Background: an optimization exercise with open tools, aiming at small area. Do not read the settings as production practice.
The RTL was checked by simulation tests, not by an equivalence proof against the original design.
Power figures rest on the tool's default switching activity, not on a simulated workload. The clock port is modelled as an ideal driver; clocking choices that lean on that would not hold on a real chip.

$ cat flow/run.sh
#!/bin/bash
# synth_recipe.tcl (not shown) runs the flow's synth.tcl, then flattens the netlist and writes it again
# the make line also repeats each setting of config.mk as NAME=value (left out here)
make -C /OpenROAD-flow-scripts/flow DESIGN_CONFIG=/design/flow/config.mk WORK_HOME=/design/flow/orfs CLKGATE_MAP_FILE= SYNTH_SCRIPT=/design/flow/synth_recipe.tcl finish
$ cat flow/config.mk
export PLATFORM = sky130hd
export DESIGN_NAME = cpuCore
export DESIGN_NICKNAME = cpuCore
export VERILOG_FILES = /design/flow/design.v
export SDC_FILE = /design/flow/constraint.sdc
export NUM_CORES = 4
export LEC_CHECK = 0
export CAP_MARGIN = 20
export CORE_MARGIN = 2
export CORE_UTILIZATION = 30
export GPL_ROUTABILITY_DRIVEN = 1
export PLACE_DENSITY = 0.45
export SLEW_MARGIN = 20
$ cat flow/constraint.sdc
create_clock -name core_clock -period 10.0 [get_ports {clk}]
set_input_delay 2.0000 -clock core_clock [delete_from_list [all_inputs] [get_ports {clk}]]
set_output_delay 2.0000 -clock core_clock [all_outputs]
set_load 0.01 [all_outputs]
$ cat flow/design.v
package cpuPkg;
    typedef enum logic [2:0] {
        StReset, StFetch, StDecode, StAluOp, StShiftOp, StMultOp, StMoveHiLo, StException
    } ctrlState_t;
    typedef enum logic {AluAdd, AluSub} aluOp_t;
    typedef enum logic [2:0] {ShNone, ShLoad, ShSll, ShSrl, ShSra} shiftOp_t;
    typedef enum logic [2:0] {WbAluOut, WbShift, WbHi, WbLo, WbSpInit} wbSrc_t;
    typedef enum logic [1:0] {ExcNone, ExcOverflow, ExcBadOpcode} excCause_t;
    parameter logic [6-1:0] OpTypeR = 6'b000000;
    parameter logic [6-1:0] OpAddi = 6'b001000;
    parameter logic [6-1:0] FnAdd = 6'b100000;
    parameter logic [6-1:0] FnSub = 6'b100010;
    parameter logic [6-1:0] FnMult = 6'b011000;
    parameter logic [6-1:0] FnMfhi = 6'b010000;
    parameter logic [6-1:0] FnMflo = 6'b010010;
    parameter logic [6-1:0] FnSll = 6'b000000;
    parameter logic [6-1:0] FnSrl = 6'b000010;
    parameter logic [6-1:0] FnSra = 6'b000011;
    parameter logic [6-1:0] FnSllv = 6'b000100;
    parameter logic [6-1:0] FnSrav = 6'b000111;
endpackage
module cpuCore (
    input  logic                    clk,
    input  logic                    rstN,
    input  logic [32-1:0]    instr,
    output logic [32-1:0]    instrAddr,
    output logic                    instrRead,
    output logic                    regWrEn,
    output logic [5-1:0]  regWrAddr,
    output logic [32-1:0]    regWrData,
    output logic                    excValid,
    output cpuPkg::excCause_t       excCause
);
    logic [4:0] phase;
    logic [1:0] rot;         
    logic       initDone;    
    logic [29:0] pc;
    wire p0  = phase == 5'd0;
    wire p30 = phase == 5'd30;
    wire p31 = phase == 5'd31;
    wire run = rot != 2'd0;
    wire [5:0] op = instr[31:26];
    wire [5:0] fn = instr[5:0];
    wire [4:0] rs = instr[25:21];
    wire [4:0] rt = instr[20:16];
    wire [4:0] rd = instr[15:11];
    wire isR    = op == 6'h00;
    wire isAddi = op == 6'h08;
    wire isAdd  = isR && fn == 6'h20;
    wire isSub  = isR && fn == 6'h22;
    wire isAlu  = isAddi || isAdd || isSub;
    wire isMult = isR && fn == 6'h18;
    wire isMf   = isR && (fn == 6'h10 || fn == 6'h12);
    wire isShI  = isR && (fn == 6'h00 || fn == 6'h02 || fn == 6'h03);
    wire isShV  = isR && (fn == 6'h04 || fn == 6'h07);
    wire isSh   = isShI || isShV;
    wire isUndef = !(isAlu || isMult || isMf || isSh);
    wire shLeft  = fn[1:0] == 2'b00;
    wire shArith = fn[0];
    wire [1:0] lastRot = isUndef ? 2'd1 : (isMult || isShV) ? 2'd3 : 2'd2;
    wire last = run && rot == lastRot;
    logic [31:1][31:0] gpr;
    logic [31:0] hi, lo;
    logic [31:0] s, c;       
    logic [31:0] x;          
    logic [4:0]  amt;
    logic        cy, ysign;
    logic [4:0]  wbAddr;
    logic        wbEn;
    logic        cause;
    wire clr = !run;
    wire [4:0] rdAddr = (rot == 2'd1 && !isShI) ? rs : rt;
    logic [31:0] ringOut;
    always_comb begin
        ringOut[0] = 1'b0;
        for (int i = 1; i < 32; i++) ringOut[i] = gpr[i][0];
    end
    wire fwd = wbEn && wbAddr == rdAddr && rdAddr != 5'd0;
    wire port = fwd ? s[0] : ringOut[rdAddr];
    wire [4:0] shAmt = isShV ? amt : instr[10:6];
    wire tapLeft = isSh && shLeft;
    wire [4:0] tapOff = isSh ? (shLeft ? ~shAmt : shAmt) : 5'd0;
    wire [5:0] tapSum = {1'b0, phase} + {1'b0, tapOff} + {5'd0, tapLeft};
    wire tapBit = x[tapSum[4:0]];
    wire tapValid = tapSum[5] == tapLeft;
    wire shRes = tapValid ? tapBit : (shArith && x[31]);
    wire y = isMult && ((rot == 2'd2) ? port : (rot == 2'd3) ? ysign : 1'b0);
    wire [31:0] pp = x & {32{y}};
    wire [31:0] t = s ^ c ^ pp;
    wire [31:0] cn = (s & c) | (s & pp) | (c & pp);
    wire u0 = t[0];
    wire immBit = phase[4] ? instr[15] : instr[phase[3:0]];
    wire subOp = isSub || isMult;
    wire aIn = isMult ? u0 : tapBit;
    wire bSrc = isAddi ? immBit : (port && (!isMult || x[31]));
    wire bIn = bSrc ^ subOp;
    wire cin = p0 ? subOp : cy;
    wire sum = aIn ^ bIn ^ cin;
    wire cout = (aIn & bIn) | (aIn & cin) | (bIn & cin);
    wire ovf = cin ^ cout;
    wire spBit = (32'(227) >> phase) & 1'b1;
    logic fill;
    always_comb begin
        fill = 1'b0;
        if (!run) fill = initDone && spBit;
        else if (last && isAlu) fill = sum;
        else if (last && isSh) fill = shRes;
        else if (last && isMf) fill = fn[1] ? lo[0] : hi[0];
    end
    always_ff @(posedge clk) begin
        for (int i = 1; i < 32; i++) begin
            gpr[i] <= {clr ? 1'b0 : (wbEn && wbAddr == 5'(i)) ? s[0] : gpr[i][0], gpr[i][31:1]};
        end
        lo <= {clr ? 1'b0 : (isMult && rot == 2'd2) ? u0 : lo[0], lo[31:1]};
        hi <= {clr ? 1'b0 : (isMult && rot == 2'd3) ? sum : hi[0], hi[31:1]};
        s <= {fill, t[31:1]};
        c <= cn;
        cy <= cout;
        if (p31) ysign <= port;
        if ((rot == 2'd1 && !isShV) || (rot == 2'd2 && isShV)) x <= {port, x[31:1]};
        if (rot == 2'd1 && phase < 5'd5) amt <= {port, amt[4:1]};
        if (p31) wbAddr <= !run ? 5'(29) : isAddi ? rt : rd;
        cause <= isUndef;
    end
    always_ff @(posedge clk or negedge rstN) begin
        if (!rstN) begin
            phase <= '0;
            rot <= '0;
            initDone <= 1'b0;
            pc <= '0;
            wbEn <= 1'b0;
            excValid <= 1'b0;
        end else begin
            phase <= phase + 5'd1;
            if (p31) begin
                if (!run) begin
                    initDone <= 1'b1;
                    if (initDone) rot <= 2'd1;
                end else begin
                    rot <= last ? 2'd1 : rot + 2'd1;
                end
                wbEn <= (!run && initDone) || (last && ((isAlu && !ovf) || isSh || isMf));
            end
            if (p30 && last) pc <= pc + 30'd1;
            excValid <= p31 && last && (isUndef || (isAlu && ovf));
        end
    end
    assign instrAddr = {pc, 2'b00};
    assign instrRead = 1'b1;
    assign regWrEn = wbEn && p0;
    assign regWrAddr = wbAddr;
    assign regWrData = s;
    assign excCause = cause ? cpuPkg::ExcBadOpcode : cpuPkg::ExcOverflow;
endmodule
==> summary.md, run 1 <==
| Metric | Value |
|---|---|
| Outcome | `finished clean` |
| Worst Setup Start Kind | `input pin` |
| CP endpoint kind | `register` |
| Worst-Margin Slew | `1.02 ns` |
| H-Tree Depth | `3` |
| Worst IR Drop VDD | `168 uV` |
| Post-Route M1 WL | `25,400 um` |
| DRT antenna net count | `0` |
| Drt initial violations | `824` |
| Row cnt | `116` |
| Clock sink total | `1,205` |
| CP dominant cell by count | `nand2_1` |
| Fmax | `138 MHz` |
| WHS Path Cells | `0` |
| First-pass GRT wire length | `81,000 um` |
| Post-synthesis sequential area ratio | `82.3%` |
| Final #Nets | `2,249` |
| Mapped Area | `30,100 um^2` |
| Post-route minimum period | `7.27 ns` |
| Final instance area | `36,600 um^2` |
| Netlist cell types | `68` |
| Max FO, Critical Path | `32` |
| Pwr Density | `260 nW/um^2` |
| Clk slew on worst S/H paths | `0.07 ns` |
| R2R depth | `21` |
| Worst EP arrival | `7.86 ns` |
| Global route overflow | `0` |
| Largest net degree at the start of global routing | `41` |
| Skew final | `0.0539 ns` |
| Hold Vio Cnt, Final | `0` |
| Core area | `99,700 um^2` |
| Full die area | `103,000 um^2` |
| GRT Total Usage | `10.1%` |
| Dpl cell area | `32,600 um^2` |
| DR WL met3 | `3180 um` |
| CP peak stage delay | `0.72 ns` |
| Synth Register Bits | `1,205` |
| Uppermost layer routed | `met4` |
| Fin crit share | `72.7%` |
| Dpl hpwl | `32,100 um` |
| Final setup fails | `0` |
| Layout cells sized above 1 | `12.3%` |
| Primary FF master, synth | `dfxtp_1` |
| Post-CTS Hold Buffers | `0` |
| WP data required | `10.59 ns` |
| Root Buffer | `clkbuf_16` |
| Total vias in the final route | `14,000` |
| Vias in the first global route | `14,300` |
| Port buffer count | `104` |
| Post-synth EDFFs | `43` |
| Slew HR | `30.7%` |
| Ys async rst share | `3.32%` |
| Post-CTS setup buffer count | `0` |
| Routed length per instance | `14.2 um` |
| CP Cell Sequence | `clkdlybuf4s50_1, nor4_2, nand2_1, o21ai_2, mux2i_1, mux2i_1, nor3_1, o2111ai_1, mux2i_2, mux2i_4, buf_4, nand3_1, fa_1, nand2_1, o21ai_0, fa_1, xnor2_1, inv_1, o32ai_1, nand2_1, a31oi_1` |
| Routed wl met2 | `20,600 um` |
| Ports | `108` |
| Die Height | `321 um` |
| # DRC | `0` |
| TritonRoute pass-1 iters | `5` |
| CP max-delay cell | `mux2i_1` |
| Critical path class | `input pin to register` |
| Number of antenna violations at the first check in global routing | `0` |
| Clk buf depth | `3` |
| Num CTS Buffers | `115` |
| Worst skew pair latency | `0.71 ns` |
| Placed insts | `3,347` |
| Yosys warning total | `1` |
| Max cap viols | `0` |
| CTS tree | `done` |
| Leak Pwr | `14.4 nW` |
| Layout Utilization | `36.7%` |
| Avg Inst Size Synth | `15.2 um^2` |
| Aggregate negative setup slack | `0 ns` |
| Post-synth top area cell | `dfxtp_1` |
| Die X-Extent | `321 um` |
| Routability cong. | `0.791` |
| Worst Hold Class | `register to register` |
| Main area contributors after synthesis | `dfxtp_1, edfxtp_1, dfrtp_1` |
| Layout area overhead | `21.8%` |
| Total Wirelength | `50,500 um` |
| Top-area cell type share of the netlist area | `74.7%` |
| RSZ-0062 raised after global routing | `no` |
| Resized cells post-CTS | `0` |
| Final std cells w/o fill | `3,560` |
| Max-slew violation count | `0` |
| Vias per cell | `3.92` |
| Initial Util | `30.2%` |
| Worst hold slack | `0.288 ns` |
| Post-Synthesis Cells | `1,982` |
-- layout by cell type, fill, tap and decap left out, types with 26 or more instances in the layout --
| cell type | instances |
|---|---|
| inv_1 | 143 |
| nand3_1 | 54 |
| xnor2_1 | 26 |
| nand2_1 | 64 |
| nor2_1 | 40 |
| dfxtp_1 | 1122 |
| clkbuf_16 | 120 |
| fa_1 | 35 |
| edfxtp_1 | 43 |
| nand3_2 | 31 |
| mux2i_1 | 26 |
| dfrtp_1 | 40 |
| o21ai_0 | 51 |
| clkdlybuf4s50_1 | 103 |
| a21oi_1 | 41 |
-- where the power goes --
part	total (W)	switching, W	internal [W]
sequential	0.00493	0.0000320	0.00490
clock	0.00434	0.00181	0.00254
combinational	0.000257	0.000170	0.0000864
total	0.00953	0.00201	0.00752
-- routing by layer --
layer  up-vias  track usage [%]
met5         -                0
met4         0             4.26
met3       106             3.26
met2       305             14.3
met1      6732             14.1
li1       6809                -
-- critical path: cells and delay by family --
| family | cells | cell delay, ns |
|---|---|---|
| buf+inv | 3 | 0.95 |
| fa+ha+maj | 2 | 0.93 |
| simple gates | 6 | 1.17 |
| compound gates | 5 | 0.99 |
| xor+xnor | 1 | 0.25 |
| mux | 4 | 1.56 |
-- sequential cells by signal, indices dropped and copies added, names as in the netlist, 2 cells and up --
signal,flops
gpr,992
c,32
hi,32
lo,32
s,32
x,32
pc,30
amt,5
phase,5
wbAddr,5
rot,2
-- metrics by stage --
| step | power (W) | setup slack, ns |
|---|---|---|
| floorplan | 0.00519 | 3.61 |
| global placement | 0.00529 | 1.76 |
| detailed placement | 0.00529 | 1.55 |
| CTS | 0.00969 | 2.30 |
| global route | 0.00993 | 2.20 |
| finish | 0.00953 | 2.73 |
-- worst paths after layout --
check / start / end / slack [ns]
setup / recovery: instr[29] / wbEn / 2.73
hold / removal: gpr[385] / gpr[384] / 0.29
setup reg to reg: rot[1] / wbEn / 3.88
hold reg to reg: gpr[385] / gpr[384] / 0.29
max in group asynchronous: rstN / phase[2] / 8.29
min in group asynchronous: rstN / pc[23] / 1.18
-- synth_stat cells (3+ instances only) --
library cell and n:
nor3_1 18, fa_1 35, a221oi_1 4, and3_1 15, a22oi_1 4, dfxtp_1 1122
nor2b_1 7, nor3b_1 4, nand2b_1 5, nand4b_1 5, nand3_1 54, mux2_2 11
dfrtp_1 40, o211ai_1 7, and2_1 5, xor2_1 13, ha_1 13, inv_1 143
a32oi_1 3, o21ai_0 51, o22ai_1 3, buf_6 5, a21o_1 8, nand3_2 31
xnor2_1 26, or3_1 15, mux2i_1 26, buf_4 4, a31oi_1 3, or2_2 3
edfxtp_1 43, nand4_1 10, nor2_1 41, a21oi_1 41, mux4_2 14, nand2_1 64
buf_1 3, clkbuf_1 37, a211oi_1 4
-- cell type report --
cell class	count	area [um^2]
clock inverters	43	564
clock buffers	166	3430
fillers	9347	63100
inverters	143	537
well taps	1298	1620
diodes	3	7.51
flip-flops and latches	1205	24800
repair buffers	116	1140
multi-input cells	586	4580
-- kinds of logic after synthesis --
logic type      synth area share (%)
compound gates                  3.11
xor+xnor                        1.14
fa+ha+maj                       2.87
buf+inv                         2.57
flops                           82.3
mux                             2.49
other cells                   0.0250
simple gates                    5.51
==> inputs of run 2 (changes only) <==
--- a/flow/design.v
+++ b/flow/design.v
@@ -87,7 +87,7 @@
     wire y = isMult && ((rot == 2'd2) ? port : (rot == 2'd3) ? ysign : 1'b0);
     wire [31:0] pp = x & {32{y}};
     wire [31:0] t = s ^ c ^ pp;
-    wire [31:0] cn = (s & c) | (s & pp) | (c & pp);
+    wire [31:0] cn = (s & c) | ({32{y}} & x & (s | c));
     wire u0 = t[0];
     wire immBit = phase[4] ? instr[15] : instr[phase[3:0]];
     wire subOp = isSub || isMult;
--- a/flow/config.mk
+++ b/flow/config.mk
@@ -7,7 +7,10 @@
 export LEC_CHECK = 0
 export CAP_MARGIN = 20
 export CORE_MARGIN = 2
-export CORE_UTILIZATION = 30
+export CORE_UTILIZATION = 70
+export CTS_BUF_LIST = sky130_fd_sc_hd__clkbuf_16
+export CTS_CLUSTER_DIAMETER = 50
+export CTS_CLUSTER_SIZE = 28
 export GPL_ROUTABILITY_DRIVEN = 1
-export PLACE_DENSITY = 0.45
+export PLACE_DENSITY = 0.8
 export SLEW_MARGIN = 20
==> summary.md, run 2 <==
| Metric | Value |
|---|---|
| Outcome | `finished clean` |
| Worst reg2reg path endpoint | `wbEn` |
| Count leader, synth | `dfxtp_1` |
| Yosys warning total | `1` |
| Post-CTS setup buffer count | `0` |
| Minimum setup slack among reg-to-reg paths | `4.46 ns` |
| Final setup fails | `0` |
| Worst-Margin Slew | `1.12 ns` |
| Biggest register | `gpr` |
| Worst skew pair latency | `0.67 ns` |
| TritonRoute pass-1 iters | `6` |
| Final #Nets | `1,999` |
| Mapped Area | `29,200 um^2` |
| CP max-delay cell | `mux2i_4` |
| Initial Util | `71.1%` |
| Layout area overhead | `11.3%` |
| Worst Hold Class | `register to register` |
| Max cap viols | `0` |
| Clock network fraction of total power | `34.3%` |
| CP dominant cell by count | `fa_1` |
| Switching Power | `0.00167 W` |
| Die Height | `208 um` |
| GRT Total Usage | `26.9%` |
| Ys async rst share | `3.32%` |
| R2R Path Start | `rot[1]` |
| Synth Register Bits | `1,205` |
| CP endpoint kind | `register` |
| Sequential share of power | `63.0%` |
| Max reg flops | `992` |
| WP data required | `10.53 ns` |
| # DRC | `0` |
| Slew HR | `25.5%` |
| Post-synth top area cell | `dfxtp_1` |
| WHS Path Cells | `0` |
| Routability cong. | `0.864` |
| CP peak stage delay | `0.72 ns` |
| Number of antenna violations at the first check in global routing | `4` |
| Clock sink total | `1,205` |
| Core area | `41,000 um^2` |
| Dpl cell area | `30,700 um^2` |
| Dpl hpwl | `32,000 um` |
| Max FO, Critical Path | `32` |
| Fmax | `140 MHz` |
| Fin crit share | `71.6%` |
| Vias in the first global route | `14,000` |
| Num CTS Buffers | `57` |
| Primary FF master, synth | `dfxtp_1` |
| CP Cell Sequence | `clkdlybuf4s50_1, nor2_1, nand3_2, o21ai_4, mux2i_4, mux2i_1, mux2_2, o211ai_1, a211oi_2, o22ai_4, nand3_1, fa_1, nand2_1, o21ai_0, fa_1, xnor2_1, a21o_1, a221oi_1, a21oi_1` |
| Skew final | `0.0394 ns` |
| Pwr Density | `239 nW/um^2` |
| Most common cell after layout, fill and taps aside | `dfxtp_1` |
| Drt initial violations | `1,112` |
| Total vias in the final route | `13,300` |
| Worst EP arrival | `7.69 ns` |
| Clk buf depth | `3` |
| Clk slew on worst S/H paths | `0.10 ns` |
| Global route overflow | `0` |
| Resized cells post-CTS | `0` |
| Port buffer count | `104` |
| Ports | `108` |
| Main area contributors after synthesis | `dfxtp_1, edfxtp_1, dfrtp_1` |
| Post-synthesis sequential area ratio | `84.9%` |
| Largest net degree at the start of global routing | `41` |
| Die X-Extent | `208 um` |
| CTS tree | `done` |
| Vias per cell | `5.36` |
| Worst Setup Start Kind | `input pin` |
| Aggregate negative setup slack | `0 ns` |
| Antenna diodes | `0` |
| First-pass GRT wire length | `86,700 um` |
| H-Tree Depth | `2` |
| Hold Vio Cnt, Final | `0` |
| Post-synth EDFFs | `43` |
| Avg Inst Size Synth | `16.3 um^2` |
| Top-area cell type share of the netlist area | `77.0%` |
| Layout cells sized above 1 | `5.75%` |
| Most frequent cells in the layout | `dfxtp_1, clkdlybuf4s50_1, nand2_1, clkbuf_16, edfxtp_1` |
| Worst Hold Launch | `gpr[575]` |
| Worst IR Drop VDD | `199 uV` |
| Root Buffer | `clkbuf_16` |
| Post-Synthesis Cells | `1,793` |
| DRT antenna net count | `0` |
| Final instance area | `32,500 um^2` |
| Comb power frac | `2.7%` |
| Sw Share | `21.5%` |
| Int Pwr | `0.00610 W` |
| R2R depth | `17` |
| Commonest cells post-synth | `dfxtp_1, nand2_1, edfxtp_1` |
| Routed length per instance | `22.7 um` |
| Row cnt | `74` |
| Critical path class | `input pin to register` |
| Max-slew violation count | `0` |
| Leak Pwr | `12.9 nW` |
| # fillers | `1,955` |
| WHS Endpoint | `gpr[574]` |
| Post-route minimum period | `7.16 ns` |
| Post-CTS Hold Buffers | `0` |
| RSZ-0062 raised after global routing | `no` |
| Full die area | `43,300 um^2` |
| Netlist cell types | `73` |
| Total Wirelength | `56,300 um` |
==> run 2: cell types whose count changed in the layout (fill, tap and decap cells not counted), moves of 21 or more <==
| cell | change |
|---|---|
| and3_1 | +23 |
| clkbuf_16 | -62 |
| clkbuf_8 | -25 |
| nand3_1 | -21 |
| clkbuf_1 | -21 |
| inv_1 | -106 |
| o21ai_0 | -26 |
| nand3_2 | -30 |
==> run 2: power by group through the flow <==
| stage | registers, W | clock network [W] | logic [W] |
|---|---|---|---|
| finish | 0.00490 | 0.00266 | 0.000212 |
| global route | 0.00490 | 0.00286 | 0.000228 |
| global placement | 0.00501 | 0 | 0.000202 |
| floorplan | 0.00499 | 0 | 0.000147 |
| CTS | 0.00490 | 0.00271 | 0.000209 |
| detailed placement | 0.00501 | 0 | 0.000205 |
==> run 2: cell type report <==
class / count / area, um^2 / area share, %
multi-input combinational: 520 / 4100 / 12.6
tap: 532 / 666 / 2.05
clock buffer: 58 / 1450 / 4.47
inverter: 27 / 101 / 0.312
clock inverter: 32 / 338 / 1.04
sequential: 1205 / 24800 / 76.3
timing repair buffer: 106 / 1050 / 3.24
==> run 2: per-stage QoR <==
step                utilization [%]  hold slack [ns]  std cells  total power [W]  setup WS, ns
floorplan                         -            0.310       1794          0.00514          3.10
global placement               74.7            0.310       2390          0.00521          2.09
detailed placement             74.7            0.312       2390          0.00521          1.88
CTS                            79.1            0.324       2480          0.00781          2.55
global route                   79.1            0.325       2480          0.00799          2.44
finish                         79.1            0.320       2480          0.00777          2.84
==> run 2: how the worst max path moves through the flow <==
stage	to	startpoint	depth (start not counted)	slack, ns
after floorplan	wbEn	instr[28]	19	3.10
after global placement	wbEn	instr[29]	18	2.09
after detailed placement	wbEn	instr[29]	19	1.88
after CTS	wbEn	instr[29]	19	2.55
after global routing	wbEn	instr[29]	19	2.44
final	wbEn	instr[29]	19	2.84
==> run 2: worst max-delay path, delay by kind of cell <==
| kind | cells | cell delay (ns) |
|---|---|---|
| buffers and inverters | 1 | 0.59 |
| muxes | 3 | 1.19 |
| xor gates and xnor gates | 1 | 0.15 |
| and+or+nand+nor | 4 | 0.73 |
| AOI/OAI and AO/OA | 8 | 2.05 |
| adders and majority gates | 2 | 0.95 |
==> run 2: cells by family after synthesis <==
family / synth area share (%)
compound gates: 2.74
mux: 2.33
xor+xnor: 1.35
simple gates: 4.60
flops: 84.9
fa+ha+maj: 2.96
buf+inv: 1.09
other cells: 0.0258
==> run 2: layer usage <==
layer | track usage, % | wire length (um)
met2 | 45.5 | 28200
met1 | 34.7 | 22900
met4 | 9.70 | 2000
met5 | 0 | 13
met3 | 5.45 | 3200
==> inputs of run 3 (changes only) <==
==> flow/flow/run.sh (new file) <==
#!/bin/bash
# Own layout flow: the standard ORFS flow (standard.sh, unchanged synthesis), with the
# clock tree built from clkbuf_16 leaf buffers without dummy loads, and the ports buffered
# with buf_1. All tool output goes to standard_flow.log here and to ORFS's own logs.
set -euo pipefail
export CTS_ARGS="-sink_clustering_enable -repair_clock_nets -dont_use_dummy_load -sink_clustering_size 28 -sink_clustering_max_diameter 50 -buf_list sky130_fd_sc_hd__clkbuf_16"
export BUFFER_PORTS_ARGS="-buffer_cell sky130_fd_sc_hd__buf_1"
bash standard.sh finish > standard_flow.log 2>&1
==> flow/standard.sh (new file) <==
#!/bin/bash
# synth_recipe.tcl (not shown) runs the flow's synth.tcl, then flattens the netlist and writes it again
# the make line also repeats each setting of config.mk as NAME=value (left out here)
make -C /OpenROAD-flow-scripts/flow DESIGN_CONFIG=/design/flow/config.mk WORK_HOME=/design/flow/orfs CLKGATE_MAP_FILE= SYNTH_SCRIPT=/design/flow/synth_recipe.tcl "${@:-finish}"
removed: flow/run.sh
==> summary.md, run 3 <==
| Metric | Value |
|---|---|
| Outcome | `finished clean` |
| Critical path class | `input pin to register` |
| Post-CTS setup buffer count | `0` |
| Num CTS Buffers | `55` |
| Sw Share | `20.5%` |
| WP data required | `10.48 ns` |
| Worst Hold Class | `register to register` |
| Max FO, Critical Path | `32` |
| Family with the most delay on the worst path | `compound AO/OA/AOI/OAI gates` |
| # DRC | `0` |
| Die X-Extent | `208 um` |
| Netlist cell types | `73` |
| Root Buffer | `clkbuf_16` |
| Final #Nets | `1,998` |
| Worst skew pair latency | `0.64 ns` |
| Max reg flops | `992` |
| Aggregate negative setup slack | `0 ns` |
| Post-synthesis sequential area ratio | `84.9%` |
| Layout cells sized above 1 | `4.91%` |
| Leak Pwr | `12.5 nW` |
| Post-synth top area cell | `dfxtp_1` |
| Biggest register | `gpr` |
| CP Cell Sequence | `buf_1, nor2_1, nand3_2, o21ai_4, mux2i_4, a2111oi_2, o41ai_1, a211oi_2, o22ai_4, nand3_1, fa_1, nand2_1, o21ai_0, fa_1, xnor2_1, a21o_1, a221oi_1, a21oi_1` |
| Vias in the first global route | `13,500` |
| Slew HR | `39.3%` |
| Row cnt | `74` |
| Top-area cell type share of the netlist area | `77.0%` |
| First-pass GRT wire length | `80,200 um` |
| Most frequent cells in the layout | `dfxtp_1, buf_1, nand2_1` |
| Minimum setup slack among reg-to-reg paths | `4.43 ns` |
| R2R Path Start | `rot[1]` |
| Total vias in the final route | `12,700` |
| Max cap viols | `0` |
| Fin crit share | `68.7%` |
| RSZ-0062 raised after global routing | `no` |
| Worst Hold Launch | `gpr[130]` |
| Drt initial violations | `1,031` |
| Synth Register Bits | `1,205` |
| Vias per cell | `5.20` |
| DRT antenna net count | `0` |
| Switching Power | `0.00152 W` |
| WHS Endpoint | `gpr[129]` |
| Yosys warning total | `1` |
| Count leader, synth | `dfxtp_1` |
| Clock network fraction of total power | `31.6%` |
| Post-route minimum period | `6.87 ns` |
| Final setup fails | `0` |
| Fmax | `146 MHz` |
| CP dominant cell by count | `fa_1` |
| CP endpoint kind | `register` |
| Dpl cell area | `30,000 um^2` |
| Layout area overhead | `7.75%` |
| Skew final | `0.102 ns` |
| Number of antenna violations at the first check in global routing | `4` |
| Post-CTS Hold Buffers | `0` |
| Int Pwr | `0.00592 W` |
| Largest net degree at the start of global routing | `41` |
| Hold Vio Cnt, Final | `0` |
| Main area contributors after synthesis | `dfxtp_1, edfxtp_1, dfrtp_1` |
| H-Tree Depth | `2` |
| Core area | `41,000 um^2` |
| Post-synth EDFFs | `43` |
| CP peak stage delay | `0.72 ns` |
| Port buffer count | `104` |
| Worst reg2reg path endpoint | `wbEn` |
| Ys async rst share | `3.32%` |
| Total Wirelength | `52,200 um` |
| Clock sink total | `1,205` |
| Most common cell after layout, fill and taps aside | `dfxtp_1` |
| GRT Total Usage | `24.7%` |
| Initial Util | `71.1%` |
| Global route overflow | `0` |
| WHS Path Cells | `0` |
| CP max-delay cell | `mux2i_4` |
| Resized cells post-CTS | `0` |
| Ports | `108` |
| Comb power frac | `2.7%` |
| Pwr Density | `237 nW/um^2` |
| R2R depth | `17` |
| Worst EP arrival | `7.34 ns` |
| Worst-Margin Slew | `0.910 ns` |
| Full die area | `43,300 um^2` |
| Layout Utilization | `76.6%` |
| Worst IR Drop VDD | `220 uV` |
| Die Height | `208 um` |
| Mapped Area | `29,200 um^2` |
| Routed length per instance | `21.3 um` |
| Sequential share of power | `65.7%` |
| # fillers | `2,136` |
| Crit path buf inv count | `1` |
| Routability cong. | `0.831` |
| Dpl hpwl | `30,600 um` |
| Max-slew violation count | `0` |
| CTS tree | `done` |
| Final instance area | `31,400 um^2` |
| Crit. Startpoint | `instr[29]` |
| Clk buf depth | `3` |
| Primary FF master, synth | `dfxtp_1` |
| Avg Inst Size Synth | `16.3 um^2` |
| Clk slew on worst S/H paths | `0.10 ns` |
| TritonRoute pass-1 iters | `6` |
| Commonest cells post-synth | `dfxtp_1, nand2_1, edfxtp_1` |
| Worst Setup Start Kind | `input pin` |
| Post-Synthesis Cells | `1,793` |
[run 3: worst max path at each step]
stage                      end  slack, ns  depth (start not counted)
after floorplan           wbEn       3.10                         19
after global placement    wbEn       2.47                         18
after detailed placement  wbEn       2.29                         18
after CTS                 wbEn       2.89                         18
after global routing      wbEn       2.72                         18
final                     wbEn       3.13                         18
[run 3: worst register-to-register path, stage by stage (launching register included)]
cell	delay, ns
dfrtp_1	0.44
inv_1	0.13
ha_1	0.44
o21ai_4	0.24
mux2i_4	0.65
a2111oi_2	0.17
o41ai_1	0.56
a211oi_2	0.14
o22ai_4	0.60
nand3_1	0.22
fa_1	0.49
nand2_1	0.07
o21ai_0	0.13
fa_1	0.45
xnor2_1	0.14
a21o_1	0.19
a221oi_1	0.27
a21oi_1	0.06
[run 3: area by class of cell]
type                            instances  area, um^2  share of cell area [%]
Sequential cell                      1205       24800                    78.8
Multi-Input combinational cell        520        4100                    13.1
Clock buffer                           55        1380                    4.38
Tap cell                              532         666                    2.12
Timing Repair Buffer                  107         414                    1.32
Inverter                               27         101                   0.323
Antenna cell                            1        2.50                 0.00797
[run 3: kinds of logic after synthesis]
kind of cell / after synthesis / synth area share [%]
XOR/XNOR: 45 / 1.35
other: 2 / 0.0258
AO/OA/AOI/OAI: 122 / 2.74
AND/OR/NAND/NOR: 255 / 4.60
multiplexers: 47 / 2.33
adder cells (fa/ha/maj): 48 / 2.96
flip-flops: 1205 / 84.9
buffers and inverters: 69 / 1.09
[run 3: power groups by stage]
stage | clock [W] | sequential, W | combinational [W]
2_1_floorplan | 0 | 0.00499 | 0.000147
3_3_place_gp | 0 | 0.00501 | 0.000191
3_5_place_dp | 0 | 0.00501 | 0.000195
4_1_cts | 0.00239 | 0.00490 | 0.000197
5_1_grt | 0.00253 | 0.00490 | 0.000216
6_report | 0.00235 | 0.00490 | 0.000199
[run 3: layer usage]
metal  global-route usage, %  share of wire, %  vias to the layer above
met5                       0             0.050                        -
met4                    7.10               2.2                        4
met2                    42.8                51                      290
met1                    32.4                43                     6260
li1                        -                 -                     6078
met3                    4.36               4.5                       84
[run 3: per-stage QoR]
step	total power, W	worst slack [ns]	hold slack, ns	instances
floorplan	0.00514	3.10	0.310	1794
global placement	0.00520	2.47	0.310	2391
detailed placement	0.00520	2.29	0.312	2391
CTS	0.00749	2.89	0.253	2446
global route	0.00765	2.72	0.260	2446
finish	0.00745	3.13	0.255	2447
==> inputs of run 4 (changes only) <==
--- a/flow/design.v
+++ b/flow/design.v
@@ -39,6 +39,7 @@
     wire p30 = phase == 5'd30;
     wire p31 = phase == 5'd31;
     wire run = rot != 2'd0;
+    wire clr = !run;
     wire [5:0] op = instr[31:26];
     wire [5:0] fn = instr[5:0];
     wire [4:0] rs = instr[25:21];
@@ -57,69 +58,84 @@
     wire isUndef = !(isAlu || isMult || isMf || isSh);
     wire shLeft  = fn[1:0] == 2'b00;
     wire shArith = fn[0];
-    wire [1:0] lastRot = isUndef ? 2'd1 : (isMult || isShV) ? 2'd3 : 2'd2;
+    wire [1:0] lastRot = (isUndef || isMf) ? 2'd1
+                       : (isAlu || (isSh && shLeft)) ? 2'd2 : 2'd3;
     wire last = run && rot == lastRot;
     logic [31:1][31:0] gpr;
-    logic [31:0] hi, lo;
-    logic [31:0] s, c;       
-    logic [31:0] x;          
+    logic [63:0] hl;         
+    logic [31:0] c;          
+    logic [31:0] x;
     logic [4:0]  amt;
-    logic        cy, ysign;
+    logic        cy, cy2, xsign, ysign, hiInWin;
     logic [4:0]  wbAddr;
     logic        wbEn;
     logic        cause;
-    wire clr = !run;
-    wire [4:0] rdAddr = (rot == 2'd1 && !isShI) ? rs : rt;
+    wire [4:0] rdAddr = (rot == 2'd1) ? rs : rt;
     logic [31:0] ringOut;
     always_comb begin
         ringOut[0] = 1'b0;
         for (int i = 1; i < 32; i++) ringOut[i] = gpr[i][0];
     end
     wire fwd = wbEn && wbAddr == rdAddr && rdAddr != 5'd0;
-    wire port = fwd ? s[0] : ringOut[rdAddr];
-    wire [4:0] shAmt = isShV ? amt : instr[10:6];
-    wire tapLeft = isSh && shLeft;
-    wire [4:0] tapOff = isSh ? (shLeft ? ~shAmt : shAmt) : 5'd0;
-    wire [5:0] tapSum = {1'b0, phase} + {1'b0, tapOff} + {5'd0, tapLeft};
-    wire tapBit = x[tapSum[4:0]];
-    wire tapValid = tapSum[5] == tapLeft;
-    wire shRes = tapValid ? tapBit : (shArith && x[31]);
-    wire y = isMult && ((rot == 2'd2) ? port : (rot == 2'd3) ? ysign : 1'b0);
-    wire [31:0] pp = x & {32{y}};
-    wire [31:0] t = s ^ c ^ pp;
+    wire port = fwd ? x[0] : ringOut[rdAddr];
+    wire y = isMult && rot == 2'd2 && port;
+    wire [31:0] s = hl[31:0];
+    wire [31:0] t = s ^ c ^ (x & {32{y}});
     wire [31:0] cn = (s & c) | ({32{y}} & x & (s | c));
     wire u0 = t[0];
     wire immBit = phase[4] ? instr[15] : instr[phase[3:0]];
-    wire subOp = isSub || isMult;
-    wire aIn = isMult ? u0 : tapBit;
-    wire bSrc = isAddi ? immBit : (port && (!isMult || x[31]));
-    wire bIn = bSrc ^ subOp;
-    wire cin = p0 ? subOp : cy;
+    wire aIn = isMult ? u0 : x[0];
+    wire bIn = isMult ? !(xsign && port) : ((isAddi ? immBit : port) ^ isSub);
+    wire cin = p0 ? (isSub || isMult) : cy;
     wire sum = aIn ^ bIn ^ cin;
     wire cout = (aIn & bIn) | (aIn & cin) | (bIn & cin);
     wire ovf = cin ^ cout;
+    wire b2 = !(ysign && x[0]);
+    wire cin2 = p0 ? 1'b1 : cy2;
+    wire hiBit = sum ^ b2 ^ cin2;
+    wire cout2 = (sum & b2) | (sum & cin2) | (b2 & cin2);
+    wire [4:0] shAmt = isShV ? amt : instr[10:6];
+    wire [5:0] shCmp = {1'b0, phase} + {1'b0, shLeft ? shAmt : ~shAmt} + {5'd0, !shLeft};
+    wire shTake = (rot == 2'd2) ? (shLeft != shCmp[5]) : !shCmp[5];
     wire spBit = (32'(227) >> phase) & 1'b1;
-    logic fill;
+    wire mfBit = (hiInWin ^ fn[1]) ? u0 : hl[32];
+    logic xShift, xIn;
     always_comb begin
-        fill = 1'b0;
-        if (!run) fill = initDone && spBit;
-        else if (last && isAlu) fill = sum;
-        else if (last && isSh) fill = shRes;
-        else if (last && isMf) fill = fn[1] ? lo[0] : hi[0];
+        xShift = 1'b1;
+        xIn = 1'b0;
+        if (!run) begin
+            xIn = initDone && spBit;
+        end else if (rot == 2'd1) begin
+            xIn = (isAlu || isMult) ? port : isMf ? mfBit : 1'b0;
+        end else if (isAlu) begin
+            xIn = sum;
+        end else if (isSh) begin
+            xShift = shTake;
+            xIn = (rot == 2'd2) ? port : (shArith && x[31]);
+        end else if (isMult) begin
+            xShift = rot == 2'd3;
+            xIn = x[0];
+        end
     end
     always_ff @(posedge clk) begin
         for (int i = 1; i < 32; i++) begin
-            gpr[i] <= {clr ? 1'b0 : (wbEn && wbAddr == 5'(i)) ? s[0] : gpr[i][0], gpr[i][31:1]};
+            gpr[i] <= {clr ? 1'b0 : (wbEn && wbAddr == 5'(i)) ? x[0] : gpr[i][0], gpr[i][31:1]};
         end
-        lo <= {clr ? 1'b0 : (isMult && rot == 2'd2) ? u0 : lo[0], lo[31:1]};
-        hi <= {clr ? 1'b0 : (isMult && rot == 2'd3) ? sum : hi[0], hi[31:1]};
-        s <= {fill, t[31:1]};
+        hl <= {clr ? 1'b0 : (isMult && rot == 2'd3) ? hiBit : u0,
+               hl[63:33],
+               (clr || (isMult && rot != 2'd3)) ? 1'b0 : hl[32],
+               t[31:1]};
         c <= cn;
         cy <= cout;
-        if (p31) ysign <= port;
-        if ((rot == 2'd1 && !isShV) || (rot == 2'd2 && isShV)) x <= {port, x[31:1]};
+        cy2 <= cout2;
+        if (p31) begin
+            xsign <= x[31];
+            ysign <= port;
+            hiInWin <= (isMult && rot == 2'd3) ? 1'b0 : !hiInWin;
+            wbAddr <= !run ? 5'(29) : isAddi ? rt : rd;
+        end
+        if (xShift) x <= {xIn, x[31:1]};
         if (rot == 2'd1 && phase < 5'd5) amt <= {port, amt[4:1]};
-        if (p31) wbAddr <= !run ? 5'(29) : isAddi ? rt : rd;
         cause <= isUndef;
     end
     always_ff @(posedge clk or negedge rstN) begin
@@ -149,6 +165,6 @@
     assign instrRead = 1'b1;
     assign regWrEn = wbEn && p0;
     assign regWrAddr = wbAddr;
-    assign regWrData = s;
+    assign regWrData = x;
     assign excCause = cause ? cpuPkg::ExcBadOpcode : cpuPkg::ExcOverflow;
 endmodule
==> summary.md, run 4 <==
| Metric | Value |
|---|---|
| Number of antenna violations at the first check in global routing | `3` |
| M1 GR Usage | `31.8%` |
| Vias in the first global route | `12,900` |
| Post-CTS setup buffer count | `0` |
| Largest net degree at the start of global routing | `44` |
| Met3 usage | `3.39%` |
| Total Wirelength | `47,300 um` |
| Max FO, Critical Path | `13` |
| Clk slew on worst S/H paths | `0.10 ns` |
| Worst EP arrival | `6.29 ns` |
| Synth Register Bits | `1,176` |
| Crit. Startpoint | `instr[17]` |
| Hold Vio Cnt, Final | `0` |
| Slew HR | `36.4%` |
| Drt initial violations | `840` |
| CTS tree | `done` |
| Routed length per instance | `19.8 um` |
| Minimum setup slack among reg-to-reg paths | `4.24 ns` |
| Main area contributors after synthesis | `dfxtp_1, edfxtp_1, dfrtp_1` |
| Post-synth EDFFs | `45` |
| Synth Area in Adders | `3.01%` |
| Yosys warning total | `1` |
| Worst skew pair latency | `0.65 ns` |
| Aggregate negative setup slack | `0 ns` |
| Fin crit share | `57.9%` |
| Post-synthesis mux area share | `1.98%` |
| Biggest register | `gpr` |
| Post-Synthesis Cells | `1,735` |
| Total vias in the final route | `12,200` |
| Root Buffer | `clkbuf_16` |
| Num CTS Buffers | `56` |
| First-pass GRT wire length | `73,400 um` |
| TritonRoute pass-1 iters | `5` |
| Worst hold slack | `0.271 ns` |
| Die Height | `205 um` |
| Most common cell after layout, fill and taps aside | `dfxtp_1` |
| WHS Path Cells | `0` |
| Global route overflow | `0` |
| Resized cells post-CTS | `0` |
| CP endpoint kind | `register` |
| Layout cells sized above 1 | `5.15%` |
| Leak Pwr | `12.3 nW` |
| Gr busiest metal | `met2` |
| Largest registers | `gpr x992, hl x64` |
| Ys async rst share | `3.40%` |
| Final setup fails | `0` |
| Clk buf depth | `3` |
| RSZ-0062 raised after global routing | `no` |
| Critical path class | `input pin to register` |
| Ports | `108` |
| Max reg flops | `992` |
| Mapped Area | `28,400 um^2` |
| Worst IR Drop VDD | `215 uV` |
| Synth Area in Compound Gates | `2.20%` |
| DRT antenna net count | `0` |
| Worst Hold Class | `register to register` |
| # fillers | `2,132` |
| Worst-Margin Slew | `0.955 ns` |
| Fmax | `173 MHz` |
| GRT met2 Usage | `38.8%` |
| Max-slew violation count | `0` |
| Vias per cell | `5.11` |
| Top-area cell type share of the netlist area | `76.9%` |
| Post-CTS Hold Buffers | `0` |
| Routability cong. | `0.861` |
| Most frequent cells in the layout | `dfxtp_1, buf_1, nand2_1` |
| WHS Endpoint | `gpr[0]` |
| WP data required | `10.50 ns` |
| R2R Path Start | `rot[1]` |
| Worst Setup Start Kind | `input pin` |
| Post-synthesis sequential area ratio | `85.2%` |
| Core area | `39,900 um^2` |
| Dpl hpwl | `28,700 um` |
| Commonest cells post-synth | `dfxtp_1, nand2_1, edfxtp_1` |
| Initial Util | `71.1%` |
| Clock sink total | `1,176` |
| Layout area overhead | `8.21%` |
| Primary FF master, synth | `dfxtp_1` |
| Worst reg2reg path endpoint | `hl[63]` |
| Count leader, synth | `dfxtp_1` |
| Final #Nets | `1,949` |
| Full die area | `42,200 um^2` |
| Post-synth top area cell | `dfxtp_1` |
| Main combinational cell family by area after synthesis | `simple AND/OR/NAND/NOR gates` |
| Netlist cell types | `74` |
| Post-synthesis simple-gate area fraction | `5.08%` |
| GRT Total Usage | `23.3%` |
| Outcome | `finished clean` |
| Avg Inst Size Synth | `16.4 um^2` |
| R2R depth | `16` |
| Pwr Density | `246 nW/um^2` |
| Skew final | `0.111 ns` |
| Post-route minimum period | `5.79 ns` |
| Die X-Extent | `205 um` |
| # DRC | `0` |
| XOR/XNOR Fraction of Synth Area | `1.36%` |
| Port buffer count | `104` |
| H-Tree Depth | `2` |
| Max cap viols | `0` |
| Row cnt | `73` |
| Worst Hold Launch | `gpr[1]` |
==> run 4: cell types whose count changed in the layout (fill, tap and decap cells not counted), sizes merged, moves of 6 or more <==
| cell | delta |
|---|---|
| o21ai | -7 |
| nor2 | -9 |
| o211ai | -7 |
| nand4 | -9 |
| nor3 | +14 |
| xor2 | +18 |
| mux2i | +6 |
| dfxtp | -31 |
| nor4 | +11 |
| and3 | -31 |
| xnor2 | -19 |
| and2 | +27 |
==> run 4: per-stage QoR <==
stage | setup WS, ns | std cells | utilization (%) | power, W | instance area, um^2
after CTS | 4.24 | 2388 | 76.9 | 0.00760 | 30700
after global placement | 3.70 | 2332 | 73.3 | 0.00533 | 29300
final | 4.21 | 2392 | 77.0 | 0.00755 | 30700
after global routing | 3.87 | 2391 | 77.0 | 0.00779 | 30700
after floorplan | 3.31 | 1736 | - | 0.00519 | 28400
after detailed placement | 3.64 | 2332 | 73.3 | 0.00533 | 29300
==> run 4: worst max-delay path, cell delays in order <==
cell and delay, ns:
buf_1 0.11, mux2i_4 0.57, mux4_2 0.58, nor2b_1 0.15, a2111oi_2 0.35, a211oi_1 0.18
o2111ai_1 0.26, fa_1 0.48, inv_1 0.11, nand2_1 0.05, o21ai_0 0.13, fa_1 0.52
fa_1 0.56, nor2_1 0.04, a211oi_1 0.19
==> run 4: area by class of cell <==
class	instances	area, um^2	share of cell area [%]
well taps	525	657	2.14
repair buffers	112	475	1.55
diodes	2	5.00	0.0163
clock buffers	56	1400	4.56
flip-flops and latches	1176	24200	78.8
inverters	25	93.8	0.305
multi-input cells	496	3890	12.7
==> run 4: worst max-delay path by stage <==
stage,endpoint,slack [ns]
CTS,hl[63],4.24
floorplan,x[0],3.31
global placement,hl[63],3.70
detailed placement,hl[63],3.64
finish,hl[63],4.21
global route,hl[63],3.87
==> run 4: layer usage <==
metal	part of all wire (%)	vias up	wire [um]
li1	-	5859	-
met1	44	5952	21000
met2	49	305	23000
met3	4.4	94	2080
met4	2.5	2	1190
met5	0.025	-	12
==> run 4: report_power, final <==
| group | total (W) | switching [W] | internal, W | leakage, nW |
|---|---|---|---|---|
| Combinational | 0.000355 | 0.000242 | 0.000113 | 1.82 |
| Sequential | 0.00488 | 0.0000610 | 0.00482 | 9.76 |
| Clock | 0.00232 | 0.00132 | 0.000997 | 0.690 |
| Total | 0.00755 | 0.00162 | 0.00593 | 12.3 |
==> run 4: cells by family (layout without fill, tap and decap cells) <==
group | Yosys count | after routing
flip-flops | 1176 | 1176
AND/OR/NAND/NOR | 264 | 264
AO/OA/AOI/OAI | 94 | 94
buffers and inverters | 64 | 193
adder cells (fa/ha/maj) | 48 | 48
XOR/XNOR | 44 | 44
multiplexers | 43 | 43
other | 2 | 5
==> inputs of run 5 (changes only) <==
--- a/flow/design.v
+++ b/flow/design.v
@@ -64,7 +64,8 @@
     logic [31:1][31:0] gpr;
     logic [63:0] hl;         
     logic [31:0] c;          
-    logic [31:0] x;
+    logic [31:0] x, xN;
+    assign x = ~xN;
     logic [4:0]  amt;
     logic        cy, cy2, xsign, ysign, hiInWin;
     logic [4:0]  wbAddr;
@@ -80,8 +81,9 @@
     wire port = fwd ? x[0] : ringOut[rdAddr];
     wire y = isMult && rot == 2'd2 && port;
     wire [31:0] s = hl[31:0];
-    wire [31:0] t = s ^ c ^ (x & {32{y}});
-    wire [31:0] cn = (s & c) | ({32{y}} & x & (s | c));
+    wire [31:0] pp = ~(xN | {32{!y}});
+    wire [31:0] t = s ^ c ^ pp;
+    wire [31:0] cn = (s & c) | (pp & (s | c));
     wire u0 = t[0];
     wire immBit = phase[4] ? instr[15] : instr[phase[3:0]];
     wire aIn = isMult ? u0 : x[0];
@@ -134,7 +136,7 @@
             hiInWin <= (isMult && rot == 2'd3) ? 1'b0 : !hiInWin;
             wbAddr <= !run ? 5'(29) : isAddi ? rt : rd;
         end
-        if (xShift) x <= {xIn, x[31:1]};
+        if (xShift) xN <= {!xIn, xN[31:1]};
         if (rot == 2'd1 && phase < 5'd5) amt <= {port, amt[4:1]};
         cause <= isUndef;
     end
==> summary.md, run 5 <==
| Metric | Value |
|---|---|
| Outcome | `finished clean` |
| Aggregate negative setup slack | `0 ns` |
| Worst IR Drop VDD | `194 uV` |
| Largest registers | `gpr x992, hl x64` |
| Worst EP arrival | `6.53 ns` |
| R2R depth | `19` |
| Total vias in the final route | `12,600` |
| CP endpoint kind | `register` |
| TritonRoute pass-1 iters | `5` |
| Clk slew on worst S/H paths | `0.10 ns` |
| Crit. Startpoint | `instr[1]` |
| Commonest cells post-synth | `dfxtp_1, nor2_1, inv_1` |
| Slew HR | `34.4%` |
| Main area contributors after synthesis | `dfxtp_1, edfxtp_1, dfrtp_1` |
| Full die area | `42,000 um^2` |
| Critical path class | `input pin to register` |
| Leak Pwr | `12.2 nW` |
| Final std cells w/o fill | `2,395` |
| Max reg flops | `992` |
| Routed length per instance | `22.4 um` |
| RSZ-0062 raised after global routing | `no` |
| Post-Synthesis Cells | `1,744` |
| Max-slew violation count | `0` |
| Post-CTS Hold Buffers | `0` |
| Hold Vio Cnt, Final | `0` |
| Initial Util | `71.1%` |
| R2R Path Start | `rot[1]` |
| Root Buffer | `clkbuf_16` |
| Port buffer count | `104` |
| Global route overflow | `0` |
| CP Cell Sequence | `buf_1, nor2_1, nand4bb_1, nor4_2, nand3b_4, nand2b_1, fa_1, mux2i_1, fa_1, nor2_1, a21oi_1, o21ai_0, nor2b_1, a21oi_1, nand2_1` |
| Skew final | `0.0772 ns` |
| Yosys warning total | `1` |
| Ports | `108` |
| CP max-delay cell | `nor4_2` |
| Post-synth top area cell | `dfxtp_1` |
| Final #Nets | `1,954` |
| Avg Inst Size Synth | `16.2 um^2` |
| Fin crit share | `62.3%` |
| First-pass GRT wire length | `82,200 um` |
| # DRC | `0` |
| Row cnt | `73` |
| Post-synth EDFFs | `45` |
| WP data required | `10.30 ns` |
| DRT antenna net count | `0` |
| Critical path capture point | `xN[31]` |
| Netlist cell types | `70` |
| # fillers | `2,006` |
| Dpl hpwl | `30,700 um` |
| Synth Register Bits | `1,176` |
| Worst Setup Start Kind | `input pin` |
| Count leader, synth | `dfxtp_1` |
| Biggest register | `gpr` |
| H-Tree Depth | `2` |
| Antenna diodes | `0` |
| Core area | `39,700 um^2` |
| Worst-Margin Slew | `0.984 ns` |
| Multi-input gate area | `3660 um^2` |
| Minimum setup slack among reg-to-reg paths | `4.35 ns` |
| Final setup fails | `0` |
| Resized cells post-CTS | `0` |
| Most common cell after layout, fill and taps aside | `dfxtp_1` |
| Ys async rst share | `3.40%` |
| Worst reg2reg path endpoint | `xN[31]` |
| Layout area overhead | `7.87%` |
| Pwr Density | `238 nW/um^2` |
| Num CTS Buffers | `53` |
| Post-synthesis sequential area ratio | `85.7%` |
| Post-CTS setup buffer count | `0` |
| Vias in the first global route | `13,600` |
| Most frequent cells in the layout | `dfxtp_1, nor2_1, buf_1` |
| Max FO, Critical Path | `32` |
| Top-area cell type share of the netlist area | `77.4%` |
| Number of antenna violations at the first check in global routing | `3` |
| Mapped Area | `28,200 um^2` |
| Clk buf depth | `3` |
| Clock sink total | `1,176` |
| Reg area | `24,200 um^2` |
| Die X-Extent | `205 um` |
| Die Height | `205 um` |
| Routability cong. | `0.876` |
| Worst Hold Class | `register to register` |
| Largest net degree at the start of global routing | `42` |
| Primary FF master, synth | `dfxtp_1` |
| Post-route minimum period | `6.23 ns` |
| GRT Total Usage | `26.7%` |
| Worst skew pair latency | `0.63 ns` |
| CP peak stage delay | `0.62 ns` |
| Placed insts | `2,342` |
| Fmax | `161 MHz` |
| Layout cells sized above 1 | `5.08%` |
| Vias per cell | `5.27` |
| Total Wirelength | `53,600 um` |
| Drt initial violations | `1,099` |
| CTS tree | `done` |
| Max cap viols | `0` |
[run 5: kinds of logic (layout without fill, tap and decap cells)]
family                   Yosys count  in the layout  share of synthesized area, %
flip-flops                      1176           1176                          85.7
AND/OR/NAND/NOR                  251            251                          4.33
AO/OA/AOI/OAI                    104            104                          2.60
buffers and inverters             88            213                          1.41
adder cells (fa/ha/maj)           48             48                          3.03
XOR/XNOR                          43             43                          1.33
multiplexers                      32             32                          1.56
other                              2              3                        0.0266
[run 5: worst min path at each step]
| stage | start | end | slack [ns] | cells past startpoint |
|---|---|---|---|---|
| after detailed placement | gpr[336] | gpr[335] | 0.31 | 0 |
| after CTS | gpr[25] | gpr[24] | 0.31 | 0 |
| after floorplan | gpr[1] | gpr[0] | 0.31 | 0 |
| final | gpr[25] | gpr[24] | 0.31 | 0 |
| after global routing | hl[58] | hl[57] | 0.31 | 0 |
| after global placement | gpr[769] | gpr[768] | 0.31 | 0 |
[run 5: worst max-delay path, delay by kind of cell]
kind                       cells  cell delay [ns]
AOI/OAI and AO/OA              3             0.39
and+or+nand+nor                8             2.61
muxes                          1             0.11
adders and majority gates      2             1.09
buffers and inverters          1             0.30
[run 5: layout make-up]
type | count | share of cell area (%)
flip-flops and latches | 1176 | 79.4
multi-input cells | 481 | 12.0
clock buffers | 53 | 4.35
well taps | 525 | 2.16
repair buffers | 107 | 1.36
inverters | 53 | 0.653
[run 5: report_power, final]
group	total (W)	internal, W	switching (W)
Clock	0.00229	0.000949	0.00134
Combinational	0.000205	0.0000611	0.000144
Sequential	0.00476	0.00474	0.0000207
Total	0.00726	0.00575	0.00151
[run 5: per-layer routing]
| metal | up-vias | track usage, % | share of wire, % |
|---|---|---|---|
| li1 | 5818 | - | - |
| met1 | 6221 | 33.1 | 40 |
| met2 | 451 | 47.4 | 52 |
| met4 | 2 | 9.08 | 3.5 |
| met5 | - | 0 | 0.022 |
| met3 | 138 | 4.50 | 4.4 |
[run 5: through the flow]
step	instance area [um^2]	util [%]	hold WS, ns	worst slack (ns)	total power (W)
after CTS	30500	76.6	0.313	3.75	0.00730
final	30500	76.6	0.311	3.77	0.00726
after floorplan	28200	-	0.310	2.49	0.00500
after global placement	29100	73.3	0.310	3.23	0.00506
after detailed placement	29100	73.3	0.312	3.20	0.00507
after global routing	30500	76.6	0.309	3.40	0.00746
==> inputs of run 6 (changes only) <==
==> flow/flow/run.sh (replaced) <==
#!/bin/bash
# Own layout flow: the standard ORFS flow (standard.sh, unchanged synthesis), with the
# clock tree built from clkbuf_16 leaf buffers without dummy loads, and the ports buffered
# with buf_1. All tool output goes to standard_flow.log here and to ORFS's own logs.
set -euo pipefail
export CTS_ARGS="-sink_clustering_enable -repair_clock_nets -dont_use_dummy_load -sink_clustering_size 32 -sink_clustering_max_diameter 45 -buf_list sky130_fd_sc_hd__clkbuf_16"
export BUFFER_PORTS_ARGS="-buffer_cell sky130_fd_sc_hd__buf_1"
bash standard.sh finish > standard_flow.log 2>&1
==> summary.md, run 6 <==
| Metric | Value |
|---|---|
| Routed length per instance | `23.3 um` |
| Post-synth top area cell | `dfxtp_1` |
| Worst Setup Start Kind | `input pin` |
| Netlist cell types | `70` |
| Die X-Extent | `205 um` |
| Ys async rst share | `3.40%` |
| Routability cong. | `0.876` |
| Clock sink total | `1,176` |
| Top-area cell type share of the netlist area | `77.4%` |
| Yosys warning total | `1` |
| Main area contributors after synthesis | `dfxtp_1, edfxtp_1, dfrtp_1` |
| Number of antenna violations at the first check in global routing | `3` |
| # fillers | `1,953` |
| H-Tree Depth | `3` |
| Worst Hold Class | `register to register` |
| Max reg flops | `992` |
| Final #Nets | `1,967` |
| Vias per cell | `5.36` |
| Int Pwr | `0.00599 W` |
| Most frequent cells in the layout | `dfxtp_1, nor2_1, buf_1` |
| Avg Inst Size Synth | `16.2 um^2` |
| Clock network fraction of total power | `34.2%` |
| Comb power frac | `2.7%` |
| Skew final | `0.0734 ns` |
| Critical path class | `input pin to register` |
| Pwr Density | `246 nW/um^2` |
| Antenna diodes | `0` |
| Sw Share | `20.8%` |
| Global route overflow | `0` |
| First-pass GRT wire length | `85,500 um` |
| Final WS setup | `3.78 ns` |
| Ports | `108` |
| Total Wirelength | `56,000 um` |
| Switching Power | `0.00157 W` |
| Mapped Area | `28,200 um^2` |
| Worst hold slack | `0.267 ns` |
| Primary FF master, synth | `dfxtp_1` |
| Count leader, synth | `dfxtp_1` |
| Layout area overhead | `9.02%` |
| Aggregate negative setup slack | `0 ns` |
| Max-slew violation count | `0` |
| Post-Synthesis Cells | `1,744` |
| Fmax | `161 MHz` |
| Dpl hpwl | `30,700 um` |
| Max cap viols | `0` |
| RSZ-0062 raised after global routing | `no` |
| Worst EP arrival | `6.52 ns` |
| GRT Total Usage | `28.0%` |
| Initial Util | `71.1%` |
| Slew HR | `39.9%` |
| Final setup fails | `0` |
| # DRC | `0` |
| WP data required | `10.30 ns` |
| Drt initial violations | `1,123` |
| Max FO, Critical Path | `32` |
| TritonRoute pass-1 iters | `6` |
| Vias in the first global route | `14,000` |
| CTS tree | `done` |
| DRT antenna net count | `0` |
| Post-CTS setup buffer count | `0` |
| Worst slack, placed | `3.20 ns` |
| Largest net degree at the start of global routing | `42` |
| Worst IR Drop VDD | `207 uV` |
| Most common cell after layout, fill and taps aside | `dfxtp_1` |
| Total vias in the final route | `12,900` |
| Largest registers | `gpr x992, hl x64` |
| CP endpoint kind | `register` |
| Commonest cells post-synth | `dfxtp_1, nor2_1, inv_1` |
| Outcome | `finished clean` |
| Resized cells post-CTS | `0` |
| Post-CTS Hold Buffers | `0` |
| Post-synthesis sequential area ratio | `85.7%` |
| Worst-Margin Slew | `0.902 ns` |
| Fin crit share | `62.2%` |
| Worst skew pair latency | `0.62 ns` |
| Core area | `39,700 um^2` |
| Layout cells sized above 1 | `5.74%` |
| Synth Register Bits | `1,176` |
| Clk slew on worst S/H paths | `0.10 ns` |
| Hold Vio Cnt, Final | `0` |
| Leak Pwr | `12.3 nW` |
| Biggest register | `gpr` |
| Row cnt | `73` |
| Sequential share of power | `63.1%` |
| Post-route minimum period | `6.22 ns` |
| Root Buffer | `clkbuf_16` |
| Clk buf depth | `3` |
| Full die area | `42,000 um^2` |
| Port buffer count | `104` |
| Die Height | `205 um` |
| Post-synth EDFFs | `45` |
| Num CTS Buffers | `66` |
run 6: layout make-up:
class / instances / area, um^2 / area share, %
sequential: 1176 / 24200 / 78.6
clock buffer: 66 / 1650 / 5.37
timing repair buffer: 107 / 414 / 1.35
tap: 525 / 657 / 2.13
multi-input combinational: 481 / 3660 / 11.9
inverter: 53 / 199 / 0.646
run 6: stage by stage:
stage / instances / cell area [um^2] / util, % / power [W]
6_report: 2408 / 30800 / 77.5 / 0.00756
5_1_grt: 2408 / 30800 / 77.5 / 0.00776
4_1_cts: 2408 / 30800 / 77.5 / 0.00759
3_5_place_dp: 2342 / 29100 / 73.3 / 0.00507
3_3_place_gp: 2342 / 29100 / 73.3 / 0.00506
2_1_floorplan: 1745 / 28200 / - / 0.00500
run 6: critical path, stage by stage:
cell and delay [ns]:
buf_1 0.28, nor2_1 0.56, nand4bb_1 0.27, nor4_2 0.62, nand3b_4 0.58, nand2b_1 0.34, fa_1 0.53, mux2i_1 0.11
fa_1 0.56, nor2_1 0.05, a21oi_1 0.20, o21ai_0 0.10, nor2b_1 0.14, a21oi_1 0.11, nand2_1 0.06
run 6: final timing paths:
path	start	endpoint	slack [ns]	cells after the start
setup / recovery	instr[1]	xN[31]	3.78	15
hold / removal	gpr[438]	gpr[437]	0.27	0
setup reg to reg	rot[1]	hl[63]	4.38	16
hold reg to reg	gpr[438]	gpr[437]	0.27	0
max in group asynchronous	rstN	pc[26]	7.87	1
min in group asynchronous	rstN	pc[19]	1.53	1
run 6: kinds of logic (layout without fill, tap and decap cells):
| kind of cell | after synthesis | count (layout) | synth area share [%] |
|---|---|---|---|
| and+or+nand+nor | 251 | 251 | 4.33 |
| xor gates and xnor gates | 43 | 43 | 1.33 |
| adders and majority gates | 48 | 48 | 3.03 |
| buffers and inverters | 88 | 226 | 1.41 |
| muxes | 32 | 32 | 1.56 |
| DFF | 1176 | 1176 | 85.7 |
| AOI/OAI and AO/OA | 104 | 104 | 2.60 |
| other | 2 | 3 | 0.0266 |
run 6: power by group through the flow:
stage,logic [W],clock network [W],registers (W)
3_5_place_dp,0.000199,0,0.00487
5_1_grt,0.000221,0.00277,0.00477
6_report,0.000206,0.00258,0.00477
3_3_place_gp,0.000195,0,0.00487
2_1_floorplan,0.000136,0,0.00487
4_1_cts,0.000203,0.00263,0.00477
run 6: per-layer routing:
metal / part of all wire [%] / track usage (%)
met1: 39 / 33.9
met2: 51 / 48.8
met3: 4.9 / 4.49
met4: 5.1 / 13.7
met5: 0.041 / 0
==> inputs of run 7 (changes only) <==
==> flow/flow/run.sh (replaced) <==
#!/bin/bash
# Own layout flow: the standard ORFS flow (standard.sh, unchanged synthesis), with the
# clock tree built from clkbuf_16 leaf buffers without dummy loads, and the ports buffered
# with buf_1. All tool output goes to standard_flow.log here and to ORFS's own logs.
set -euo pipefail
export CTS_ARGS="-sink_clustering_enable -repair_clock_nets -dont_use_dummy_load -sink_clustering_size 32 -sink_clustering_max_diameter 80 -buf_list sky130_fd_sc_hd__clkbuf_16"
export BUFFER_PORTS_ARGS="-buffer_cell sky130_fd_sc_hd__buf_1"
bash standard.sh finish > standard_flow.log 2>&1
==> summary.md, run 7 <==
| Metric | Value |
|---|---|
| Outcome | `finished clean` |
| Hold Vio Cnt, Final | `0` |
| Biggest register | `gpr` |
| Post-synthesis sequential area ratio | `85.7%` |
| Row cnt | `73` |
| Post-CTS Hold Buffers | `0` |
| Commonest cells post-synth | `dfxtp_1, nor2_1, inv_1` |
| DRT antenna net count | `0` |
| Total vias in the final route | `12,500` |
| GRT Total Usage | `26.6%` |
| Layout area overhead | `7.07%` |
| Post-route minimum period | `6.14 ns` |
| TritonRoute pass-1 iters | `5` |
| Port buffer count | `104` |
| Worst skew pair latency | `0.62 ns` |
| Mapped Area | `28,200 um^2` |
| Ports | `108` |
| Netlist cell types | `70` |
| Vias per cell | `5.24` |
| Yosys warning total | `1` |
| Clk slew on worst S/H paths | `0.11 ns` |
| Pwr Density | `233 nW/um^2` |
| H-Tree Depth | `2` |
| RSZ-0062 raised after global routing | `no` |
| Minimum setup slack among reg-to-reg paths | `4.51 ns` |
| Final setup fails | `0` |
| CP endpoint kind | `register` |
| Global route overflow | `0` |
| Core area | `39,700 um^2` |
| WHS Endpoint | `gpr[812]` |
| CP peak stage delay | `0.61 ns` |
| Fmax | `163 MHz` |
| # DRC | `0` |
| Leak Pwr | `12.1 nW` |
| Skew final | `0.0843 ns` |
| Layout Utilization | `76.1%` |
| Slew HR | `38.9%` |
| Worst Setup Start Kind | `input pin` |
| Post-CTS setup buffer count | `0` |
| R2R Path Start | `rot[1]` |
| Largest registers | `gpr x992, hl x64` |
| CP max-delay cell | `nor4_2` |
| Max FO, Critical Path | `32` |
| Worst Hold Launch | `gpr[813]` |
| Main area contributors after synthesis | `dfxtp_1, edfxtp_1, dfrtp_1` |
| Final #Nets | `1,945` |
| Routed length per instance | `22.4 um` |
| Largest net degree at the start of global routing | `42` |
| Clock sink total | `1,176` |
| Count leader, synth | `dfxtp_1` |
| Post-synth top area cell | `dfxtp_1` |
| Max cap viols | `0` |
| CP Cell Sequence | `buf_1, nor2_1, nand4bb_1, nor4_2, nand3b_4, nand2b_1, fa_1, mux2i_1, fa_1, nor2_1, a21oi_1, o21ai_0, nor2b_1, a21oi_1, nand2_1` |
| Critical path class | `input pin to register` |
| Die X-Extent | `205 um` |
| Post-synth EDFFs | `45` |
| Worst hold slack | `0.303 ns` |
| Clk buf depth | `3` |
| Worst EP arrival | `6.51 ns` |
| Routability cong. | `0.876` |
| Synth Register Bits | `1,176` |
| Worst Hold Class | `register to register` |
| WHS Path Cells | `0` |
| Placed insts | `2,342` |
| Most frequent cells in the layout | `dfxtp_1, nor2_1, buf_1` |
| Total Wirelength | `53,500 um` |
| Worst reg2reg path endpoint | `xN[31]` |
| Final std cells w/o fill | `2,386` |
| Num CTS Buffers | `44` |
| Primary FF master, synth | `dfxtp_1` |
| Resized cells post-CTS | `0` |
| Root Buffer | `clkbuf_16` |
| # fillers | `2,042` |
| Max-slew violation count | `0` |
| Vias in the first global route | `13,500` |
| Antenna diodes | `0` |
| Top-area cell type share of the netlist area | `77.4%` |
| First-pass GRT wire length | `81,600 um` |
| Max reg flops | `992` |
| Worst IR Drop VDD | `251 uV` |
| Dpl hpwl | `30,700 um` |
| Initial Util | `71.1%` |
| Number of antenna violations at the first check in global routing | `0` |
| Layout cells sized above 1 | `4.62%` |
| Most common cell after layout, fill and taps aside | `dfxtp_1` |
| Worst-Margin Slew | `0.904 ns` |
| Die Height | `205 um` |
| Full die area | `42,000 um^2` |
| R2R depth | `19` |
| Ys async rst share | `3.40%` |
| Avg Inst Size Synth | `16.2 um^2` |
| Post-Synthesis Cells | `1,744` |
| Fin crit share | `61.4%` |
| Aggregate negative setup slack | `0 ns` |
| WP data required | `10.37 ns` |
| Drt initial violations | `945` |
| CTS tree | `done` |
run 7: cell counts after synthesis:
Identical to the previous run, type by type.
run 7: worst max-delay path by stage:
stage              start  endpoint  cells after the start  slack (ns)
2_1_floorplan  instr[31]     xN[0]                     14        2.49
3_3_place_gp    instr[1]    xN[31]                     15        3.23
3_5_place_dp   instr[21]    xN[31]                     18        3.20
4_1_cts        instr[21]    xN[31]                     18        3.85
5_1_grt         instr[1]    xN[31]                     15        3.52
6_report        instr[1]    xN[31]                     15        3.86
run 7: report_power, final:
part / switching, W / total, W / internal, W
clock: 0.00129 / 0.00209 / 0.000798
sequential: 0.0000213 / 0.00477 / 0.00475
combinational: 0.000142 / 0.000203 / 0.0000610
run 7: area by class of cell:
type / instances / area (um^2) / area share, %
Multi-Input combinational cell: 481 / 3660 / 12.1
Inverter: 53 / 199 / 0.658
Clock buffer: 44 / 1100 / 3.64
Timing Repair Buffer: 107 / 414 / 1.37
Tap cell: 525 / 657 / 2.17
Sequential cell: 1176 / 24200 / 80.0
run 7: kinds of logic (layout without fill, tap and decap cells):
family,Yosys count,count (layout),share of synthesized area (%)
mux,32,32,1.56
compound gates,104,104,2.60
xor+xnor,43,43,1.33
fa+ha+maj,48,48,3.03
other cells,2,3,0.0266
flops,1176,1176,85.7
buf+inv,88,204,1.41
simple gates,251,251,4.33
run 7: critical path, delay by kind of cell:
| family | cells | cell delay [ns] |
|---|---|---|
| AOI/OAI and AO/OA | 3 | 0.41 |
| adders and majority gates | 2 | 1.09 |
| buffers and inverters | 1 | 0.29 |
| muxes | 1 | 0.11 |
| and+or+nand+nor | 8 | 2.59 |
run 7: through the flow:
| stage | cell area, um^2 | total power [W] | setup slack (ns) |
|---|---|---|---|
| finish | 30200 | 0.00705 | 3.86 |
| global route | 30200 | 0.00725 | 3.52 |
| CTS | 30200 | 0.00709 | 3.85 |
| detailed placement | 29100 | 0.00507 | 3.20 |
| global placement | 29100 | 0.00506 | 3.23 |
| floorplan | 28200 | 0.00500 | 2.49 |
run 7: layer usage:
| layer | vias to the layer above | track usage (%) | share of wire, % |
|---|---|---|---|
| met1 | 6186 | 32.3 | 39 |
| met5 | - | 0 | 0 |
| met2 | 382 | 47.6 | 53 |
| met4 | 0 | 10.3 | 4.0 |
| met3 | 145 | 4.06 | 4.0 |
| li1 | 5794 | - | - |

afterwards: timing with drivers on the ports:
No port has a modelled driver above. Below, the same layouts with a new extraction and two added sets of constraints.
Step 1, drivers: a clkbuf_16 drives clk and a buf_2 each remaining input, both assumed.
Step 2 times the ports against the registers' clock, not the clock port: input delays grow and output delays shrink by t, the midpoint of the rising clock arrivals with the driver on.
Slacks: ideal / step 1 / step 2; pairs: ideal / step 1.
| run | t, ns | setup slack, ns |
|---|---|---|
| run 1 | 0.742 | 2.734 / 2.739 / 1.997 |
| run 2 | 0.708 | 2.840 / 2.850 / 2.142 |
| run 3 | 0.648 | 3.135 / 3.139 / 2.491 |
| run 4 | 0.647 | 4.210 / 4.240 / 3.593 |
| run 5 | 0.652 | 3.775 / 3.810 / 3.157 |
| run 6 | 0.644 | 3.781 / 3.819 / 3.175 |
| run 7 | 0.635 | 3.863 / 3.900 / 3.264 |
After both steps setup and hold are still met in every run listed.
